Context: an optimization exercise on an open-source flow, tuned for small area. The choices shown serve that exercise and are no tape-out recipe.
The RTL was checked by simulation tests, not by an equivalence proof against the original design.
Power and IR drop assume default switching activity.

## rule110_frame_rx
module rule110_frame_rx
(
  input  logic             clk,
  input  logic             rst,
  input  logic [rule110_pkg::WORD-1:0]  word_in,
  input  logic             word_valid,
  input  logic             sof,
  input  logic             check_en,
  output logic [rule110_pkg::CELLS-1:0] frame_out,
  output logic             frame_valid,
  output logic             mismatch,
  output logic             sync_err,
  output logic [15:0]      frame_count,
  output logic [7:0]       err_count,
  output rule110_pkg::rx_state_e state_dbg
);
For scale: roughly 1400 cells after synthesis, ~310 I/O pins, about 0.017 mm² of cells after synthesis.
==> module rule110_frame_rx, before the edit <==
module rule110_frame_rx
(
  input  logic             clk,
  input  logic             rst,
  input  logic [rule110_pkg::WORD-1:0]  word_in,
  input  logic             word_valid,
  input  logic             sof,
  input  logic             check_en,
  output logic [rule110_pkg::CELLS-1:0] frame_out,
  output logic             frame_valid,
  output logic             mismatch,
  output logic             sync_err,
  output logic [15:0]      frame_count,
  output logic [7:0]       err_count,
  output rule110_pkg::rx_state_e state_dbg
);
  localparam int CELLS = rule110_pkg::CELLS;
  localparam int WORD  = rule110_pkg::WORD;
  localparam int WORDS = rule110_pkg::WORDS;
  rule110_pkg::rx_state_e state_q;
  logic [3:0]             idx_q;
  logic [CELLS-WORD-1:0]  asm_q;      
  logic [CELLS-1:0]       frame_q;    
  logic                   have_prev_q;
  logic                   diff_q;     
  logic                   frame_valid_q;
  logic                   mismatch_q;
  logic                   sync_err_q;
  logic [15:0]            frame_count_q;
  logic [7:0]             err_count_q;
  logic                   recv;
  logic                   take;
  logic                   last;
  logic [WORDS-1:0]       sel;
  logic [CELLS+1:0]       ext;
  logic [WORD+1:0]        win;
  logic [WORD-1:0]        exp_w;
  logic                   diff_w;
  logic                   diff_all;
  logic                   mismatch_d;
  assign recv = (state_q == rule110_pkg::RECV);
  assign take = word_valid & (sof | recv);           
  assign last = word_valid & recv & ~sof & (idx_q == 4'(WORDS - 1));
  assign ext = {1'b0, frame_q, 1'b0};
  always_comb begin
    for (int w = 0; w < WORDS; w++)
      sel[w] = (w == 0) ? sof : (~sof & (idx_q == 4'(w)));
    win = '0;
    for (int w = 0; w < WORDS; w++)
      win = win | ({(WORD+2){sel[w]}} & ext[CELLS+1-WORD*w -: WORD+2]);
  end
  rule110_step #(.N(WORD)) u_step (
    .cur_i (win[WORD:1]),
    .l_i   (win[WORD+1]),
    .r_i   (win[0]),
    .nxt_o (exp_w)
  );
  assign diff_w     = (word_in != exp_w);
  assign diff_all   = diff_w | diff_q;
  assign mismatch_d = check_en & have_prev_q & diff_all;
  logic sh_asm;
  logic hold_asm;
  assign sh_asm   = word_valid & ~rst;
  assign hold_asm = ~word_valid & ~rst;
  always_ff @(posedge clk) begin
    asm_q <= ({CELLS-WORD{sh_asm}} & {asm_q[CELLS-2*WORD-1:0], word_in})
           | ({CELLS-WORD{hold_asm}} & asm_q);
  end
  logic ld_frame;
  logic hold_frame;
  assign ld_frame   = last & ~rst;
  assign hold_frame = ~last & ~rst;
  always_ff @(posedge clk) begin
    frame_q <= ({CELLS{ld_frame}} & {asm_q, word_in}) | ({CELLS{hold_frame}} & frame_q);
  end
  always_ff @(posedge clk) begin
    if (take) diff_q <= diff_w | (diff_q & ~sof);
  end
  always_ff @(posedge clk) begin
    if (rst) begin
      state_q       <= rule110_pkg::IDLE;
      idx_q         <= '0;
      have_prev_q   <= 1'b0;
      frame_valid_q <= 1'b0;
      mismatch_q    <= 1'b0;
      sync_err_q    <= 1'b0;
      frame_count_q <= '0;
      err_count_q   <= '0;
    end else begin
      frame_valid_q <= last;
      mismatch_q    <= last & mismatch_d;
      sync_err_q    <= word_valid & (recv ? sof : ~sof);
      if (take) begin
        state_q <= rule110_pkg::RECV;
        idx_q   <= sof ? 4'd1 : idx_q + 4'd1;
      end
      if (last) begin
        have_prev_q   <= 1'b1;
        frame_count_q <= frame_count_q + 16'd1;
        if (mismatch_d && (err_count_q != 8'hFF)) begin
          err_count_q <= err_count_q + 8'd1;
        end
        state_q <= rule110_pkg::IDLE;
      end
    end
  end
  assign frame_out   = frame_q;
  assign frame_valid = frame_valid_q;
  assign mismatch    = mismatch_q;
  assign sync_err    = sync_err_q;
  assign frame_count = frame_count_q;
  assign err_count   = err_count_q;
  assign state_dbg   = state_q;
endmodule
==> flow/config.mk <==
export PLATFORM = sky130hd
export DESIGN_NAME = rule110_frame_rx
export DESIGN_NICKNAME = rule110_frame_rx
export VERILOG_FILES = /design/flow/design.v
export SDC_FILE = /design/flow/constraint.sdc
export NUM_CORES = 4
export LEC_CHECK = 0
export ABC_AREA = 1
export CAP_MARGIN = 20
export CORE_MARGIN = 2
export CORE_UTILIZATION = 60
export PLACE_DENSITY = 0.7
export SLEW_MARGIN = 20
export BUFFER_PORTS_ARGS = -buffer_cell sky130_fd_sc_hd__buf_1
export CTS_ARGS = -sink_clustering_enable -repair_clock_nets -dont_use_dummy_load -buf_list {sky130_fd_sc_hd__clkbuf_8} -sink_clustering_size 16 -sink_clustering_max_diameter 45
==> flow/constraint.sdc <==
create_clock -name core_clock -period 5.0 [get_ports {clk}]
set_input_delay 1.0000 -clock core_clock [delete_from_list [all_inputs] [get_ports {clk}]]
set_output_delay 1.0000 -clock core_clock [all_outputs]
set_load 0.01 [all_outputs]
standard.sh (not shown) runs the stock make flow with config.mk's settings and CLKGATE_MAP_FILE= SYNTH_SCRIPT=/design/flow/synth_recipe.tcl, a recipe that flattens the netlist after the stock synthesis.
==> flow/flow/run.sh <==
#!/bin/bash
# The standard layout with three changes:
#  - after the standard synthesis (unchanged), the combinational gates are
#    re-mapped by ABC for area (flow/remap.ys); registers keep names and cells;
#  - port buffers use buf_1 instead of clkdlybuf4s50_1;
#  - the clock tree uses clkbuf_8 with larger sink clusters and no dummy loads.
set -e
cat >> config.mk <<'EOC'
export BUFFER_PORTS_ARGS = -buffer_cell sky130_fd_sc_hd__buf_1
export CTS_ARGS = -sink_clustering_enable -repair_clock_nets -dont_use_dummy_load -buf_list {sky130_fd_sc_hd__clkbuf_8} -sink_clustering_size 16 -sink_clustering_max_diameter 45
EOC
bash standard.sh synth > standard_synth.log 2>&1
R=orfs/results/$FLOW_PLATFORM/rule110_frame_rx/base
cp $R/1_2_yosys.v $R/1_2_yosys_std.v
LIB=$FLOW_HOME/platforms/$FLOW_PLATFORM/lib/sky130_fd_sc_hd__tt_025C_1v80.lib
sed -e "s|@LIB@|$LIB|g" -e "s|@IN@|$R/1_2_yosys_std.v|g" -e "s|@OUT@|$R/1_2_yosys_remap.v|g" \
    -e "s|@TOP@|$FLOW_TOP|g" -e "s|@ABC@|flow/remap.abc|g" -e "s|@STAT@|remap_stat.txt|g" \
    flow/remap.ys.in > remap.ys
YOSYS=$(command -v yosys || echo $FLOW_HOME/../tools/install/yosys/bin/yosys)
"$YOSYS" -s remap.ys > remap.log 2>&1
cp $R/1_2_yosys_remap.v $R/1_2_yosys.v
rm -f $R/1_synth.odb $R/1_synth.sdc
bash standard.sh > standard.log 2>&1
==> flow/flow/remap.abc <==
&get -n
&st
&dch
&nf -a -R 1000
&put
==> flow/flow/remap.ys.in <==
# Re-map the combinational logic of the standard synthesis for area. The
# flip-flops (and every other sequential cell) are kept as they are, with their
# names and cell types; only the gates between them are re-mapped.
read_liberty -ignore_miss_func @LIB@
read_verilog -defer @IN@
hierarchy -top @TOP@
setattr -mod -set keep_hierarchy 1 sky130_fd_sc_hd__*df* sky130_fd_sc_hd__*dl* sky130_fd_sc_hd__conb_1
flatten
delete t:$scopeinfo
rename -hide w:*.*
select -module @TOP@
opt -full
abc -liberty @LIB@ -dont_use sky130_fd_sc_hd__probe_p_8 -dont_use sky130_fd_sc_hd__probec_p_8 -dont_use sky130_fd_sc_hd__lpflow_* -script @ABC@
opt_clean -purge
hilomap -singleton -hicell sky130_fd_sc_hd__conb_1 HI -locell sky130_fd_sc_hd__conb_1 LO
insbuf -buf sky130_fd_sc_hd__buf_4 A X
opt_clean -purge
tee -o @STAT@ stat -liberty @LIB@
write_verilog -noattr -nohex -nodec -selected @OUT@
The first run went through all stages and came out clean.
Edit:
--- a/flow/design.v
+++ b/flow/design.v
@@ -78,19 +78,15 @@
     .r_i   (win[0]),
     .nxt_o (exp_w)
   );
   assign diff_w     = (word_in != exp_w);
   assign diff_all   = diff_w | diff_q;
   assign mismatch_d = check_en & have_prev_q & diff_all;
-  logic sh_asm;
-  logic hold_asm;
-  assign sh_asm   = word_valid & ~rst;
-  assign hold_asm = ~word_valid & ~rst;
   always_ff @(posedge clk) begin
-    asm_q <= ({CELLS-WORD{sh_asm}} & {asm_q[CELLS-2*WORD-1:0], word_in})
-           | ({CELLS-WORD{hold_asm}} & asm_q);
+    asm_q <= ({CELLS-WORD{word_valid}} & {asm_q[CELLS-2*WORD-1:0], word_in})
+           | ({CELLS-WORD{~word_valid}} & asm_q);
   end
   logic ld_frame;
   logic hold_frame;
   assign ld_frame   = last & ~rst;
   assign hold_frame = ~last & ~rst;
   always_ff @(posedge clk) begin
Clock-buffer cell count grows by 1; clock skew is about the same; die area grows by 1.7%; via count shrinks by 12%; global-route usage shrinks by 2.2 points; final cell count shrinks by 11%; power grows by 6.9%; clock power barely changes; core utilization grows by 0.29 points; sequential cell count stays the same; critical path depth grows by 1.

port drivers added, routing unchanged:
In the flow no input, the clock included, has a driving cell. The finished layouts below were timed again as built, in two steps. Step 1 sets driving cells, clkbuf_16 on the clock port and buf_2 on the other inputs (assumed; they add their load-dependent delay and slew). Step 2 moves the port delays by t, midway between the first and last clock arrival at a register: inputs arrive t later, outputs are due t later. That takes back most of the time a late clock gives input paths. a / b / c = ideal / step 1 / step 2; a / b = the first two.
run | shift t [ns] | slack for setup (ns) | worst setup path after step 2 | clock arrival spread, ns | worst register clock-pin slew, ns
the first run | 0.609 | 0.451 / 0.442 / -0.168 | input to register | 0.046 / 0.045 | 0.10 / 0.10
the second run | 0.619 | 0.815 / 0.797 / 0.177 | input to register | 0.057 / 0.057 | 0.10 / 0.10
With both steps, setup timing fails in the first run, where it was met with ideal ports. For the second run, which loses most, drivers alone change the setup slack by -0.018 ns; drivers and shift together by -0.638 ns.
